Source: an optimization exercise on an open RTL-to-GDS flow (aim: small area, a short achievable clock period and few clock cycles per item). Production flows keep margins and buffers that such runs may drop. At most, simulation tests tie the RTL to the original design; equivalence was not proved. No activity file was given, so power comes from the tool's default toggle rates.

// integer_to_radix_digits
module integer_to_radix_digits
#(
	parameter int MAX_ALPHABET = 16
) (
	input  logic                   clk,
	input  logic                   arst_n,
	input  logic                   cfg_we,
	input  logic [CFG_IDX_W-1:0]   cfg_index,
	input  logic [CFG_W-1:0]       cfg_data,
	input  logic                   in_valid,
	output logic                   in_ready,
	input  logic signed [DATA_W-1:0] value,
	output logic                   out_valid,
	input  logic                   out_ready,
	output logic [CHAR_W-1:0]      out_char,
	output logic                   last_char
);
Size in the first run: about 3400 cells after synthesis, roughly 520 flip-flops, roughly 0.034 sq mm of cells after synthesis.
Settings: LEC_CHECK=0, CAP_MARGIN=20, CORE_MARGIN=2, CORE_UTILIZATION=40, SETUP_SLACK_MARGIN=3.5, SLEW_MARGIN=20; clock period 7.0 ns.
run.sh (not shown) runs the stock make flow with config.mk's settings and CLKGATE_MAP_FILE= SYNTH_SCRIPT=/design/flow/synth_recipe.tcl, a recipe that flattens the netlist after the stock synthesis.
The first run completed with no timing, DRC or antenna violations.
Testbench counts at the start, summed over its fixed seeds: cycles 10,277, values 960.
==> next run, changes <==
--- a/flow/design.v
+++ b/flow/design.v
@@ -483,44 +483,40 @@
 	always_ff @(posedge clk) begin
 		if (accept)
 			vcap_q[vfp_q] <= value ^ {DATA_W{value[DATA_W-1]}};
 		if (accept)
 			vneg_q[vfp_q] <= value[DATA_W-1];
 	end
 	logic          busy_q;
 	logic [SW-1:0] rp_q;
 	logic [SW-1:0] base_q;
 	logic [SW-1:0] nb_q;
 	logic [1:0]    sub_q;
 	logic          spend_q;
-	logic          dv_q;
-	logic          dminus_q;
-	logic [3:0]    dd_q;
-	logic          dlast_q;
 	logic          out_valid_q;
 	logic [CHAR_W-1:0] out_char_q;
 	logic          last_q;
 	logic          out_free;
 	logic          d_free;
 	logic          e_go;
 	logic [3:0]    ent;
 	logic [3:0]    edig;
 	logic          at_base;
 	logic          seg_end;
 	logic [1:0]    spe;
 	logic          load_q0;        
 	logic          load_push;      
 	logic          pop;
 	assign out_free = !out_valid_q || out_ready;
-	assign d_free   = !dv_q || out_free;
+	assign d_free   = out_free;
 	assign e_go     = busy_q && d_free && ok_q;
 	assign esign    = !busy_q && qn_q == 2'd0 && ev_q && pneg && d_free && ok_q;
 	assign ent      = buf_q[rp_q];
 	assign at_base  = rp_q == base_q;
 	assign spe      = r2_q ? 2'd3 : (r4_q || r3_q) ? 2'd1 : 2'd0;
 	assign seg_end  = e_go && !spend_q && sub_q == 2'd0 && at_base;
 	always_comb begin
 		if (r2_q)
 			edig = {3'd0, ent[sub_q]};
 		else if (r4_q)
 			edig = {2'd0, ent[{sub_q[0], 1'b0} +: 2]};
 		else if (r3_q) begin
@@ -548,56 +544,52 @@
 	logic [SW-1:0] ld_top;
 	logic          ld_neg;
 	logic [1:0]    ld_st;
 	assign ld_top = load_q0 ? qtop_q[0] : wp_q;
 	assign ld_neg = load_q0 ? qneg_q[0] : (pneg && !esign);
 	assign ld_st  = load_q0 ? qst_q[0]  : st_m1;
 	always_ff @(posedge clk or negedge arst_n) begin
 		if (!arst_n) begin
 			wp_q    <= '0;
 			qn_q    <= '0;
 			busy_q  <= 1'b0;
 			nb_q    <= '0;
-			dv_q    <= 1'b0;
 			out_valid_q <= 1'b0;
 		end else if (flush) begin
 			wp_q    <= '0;
 			qn_q    <= '0;
 			busy_q  <= 1'b0;
 			nb_q    <= '0;
-			dv_q    <= 1'b0;
 			if (out_free)
-				out_valid_q <= dv_q;
+				out_valid_q <= 1'b0;
 		end else begin
 			if (m1_go)
 				wp_q <= SW'(wp_q + SW'(1));
 			begin
 				logic push_q;
 				push_q = push && !load_push;
 				case ({push_q, pop})
 					2'b10: qn_q <= qn_q + 2'd1;
 					2'b01: qn_q <= qn_q - 2'd1;
 					default: ;
 				endcase
 			end
 			if (load_q0 || load_push) begin
 				busy_q <= 1'b1;
 				nb_q   <= SW'(ld_top + SW'(1));
 			end else if (seg_end) begin
 				busy_q <= 1'b0;
 			end
-			if (d_free)
-				dv_q <= e_go || esign;
 			if (out_free)
-				out_valid_q <= dv_q;
+				out_valid_q <= e_go || esign;
 		end
 	end
 	always_ff @(posedge clk) begin
 		begin
 			logic push_q;
 			push_q = push && !load_push;
 			if (pop) begin
 				qtop_q[0] <= qtop_q[1];
 				qneg_q[0] <= qneg_q[1];
 				qst_q[0]  <= qst_q[1];
 			end
 			if (push_q) begin
@@ -619,30 +611,25 @@
 			base_q   <= nb_q;
 		end else if (e_go) begin
 			if (spend_q) begin
 				spend_q <= 1'b0;
 			end else if (sub_q != 2'd0) begin
 				sub_q <= sub_q - 2'd1;
 			end else if (!at_base) begin
 				rp_q  <= SW'(rp_q - SW'(1));
 				sub_q <= spe;
 			end
 		end
 		if (esign) begin
-			dminus_q <= 1'b1;
-			dlast_q  <= 1'b0;
+			out_char_q <= CHAR_MINUS[CHAR_W-1:0];
+			last_q     <= 1'b0;
 		end
-		if (d_free && e_go) begin
-			dminus_q <= spend_q;
-			dd_q     <= edig;
-			dlast_q  <= !spend_q && sub_q == 2'd0 && at_base;
-		end
-		if (out_free && dv_q) begin
-			out_char_q <= dminus_q ? CHAR_MINUS[CHAR_W-1:0] : achar;
-			last_q     <= dlast_q;
+		if (e_go) begin
+			out_char_q <= spend_q ? CHAR_MINUS[CHAR_W-1:0] : achar;
+			last_q     <= !spend_q && sub_q == 2'd0 && at_base;
 		end
 	end
-	assign asel = scan_q ? ci_q : dd_q;
+	assign asel = scan_q ? ci_q : edig;
 	assign out_valid = out_valid_q;
 	assign out_char  = out_char_q;
 	assign last_char = last_q;
 endmodule
After rerunning: The changed run finished clean. Core utilization grows by 3.2 points. Total power is lower by 18%. Final cell count went up by 2.2%. Die area goes down by 1.1%. Maximum frequency came out lower by 15%. Worst setup slack loses 0.70 ns. Clock power decreases by 7.1%. Wire length grows by 3.4%. Non-clock buffer count came out higher by 107.
Function not checked in the second run of this note: the RTL went through the layout flow alone.

==> afterwards: timing with drivers on the ports <==
The flow's constraints put no driver on any port. The routed layouts listed below were extracted and timed again, unchanged, in two steps. Step 1 assumes that a clkbuf_16 drives the clock port and a buf_2 every other input. Step 2 moves the port delays by t, midway between the first and last clock arrival at a register: inputs arrive t later, outputs are due t later. That takes back most of the time a late clock gives input paths. a / b / c = ideal ports / drivers / drivers and shift; a / b = the first two.
| run | t (ns) | setup slack, ns | clock arrival spread, ns | worst register clock-pin slew, ns |
|---|---|---|---|---|
| the first run | 0.725 | 3.049 / 3.049 / 2.900 | 0.066 / 0.066 | 0.07 / 0.07 |
| the second run | 0.681 | 2.348 / 2.348 / 2.348 | 0.021 / 0.021 | 0.07 / 0.07 |
After both steps every run listed still meets setup and hold. The setup slack of the first run, which loses most, moves by 0.000 ns with the drivers and by -0.149 ns with both steps.
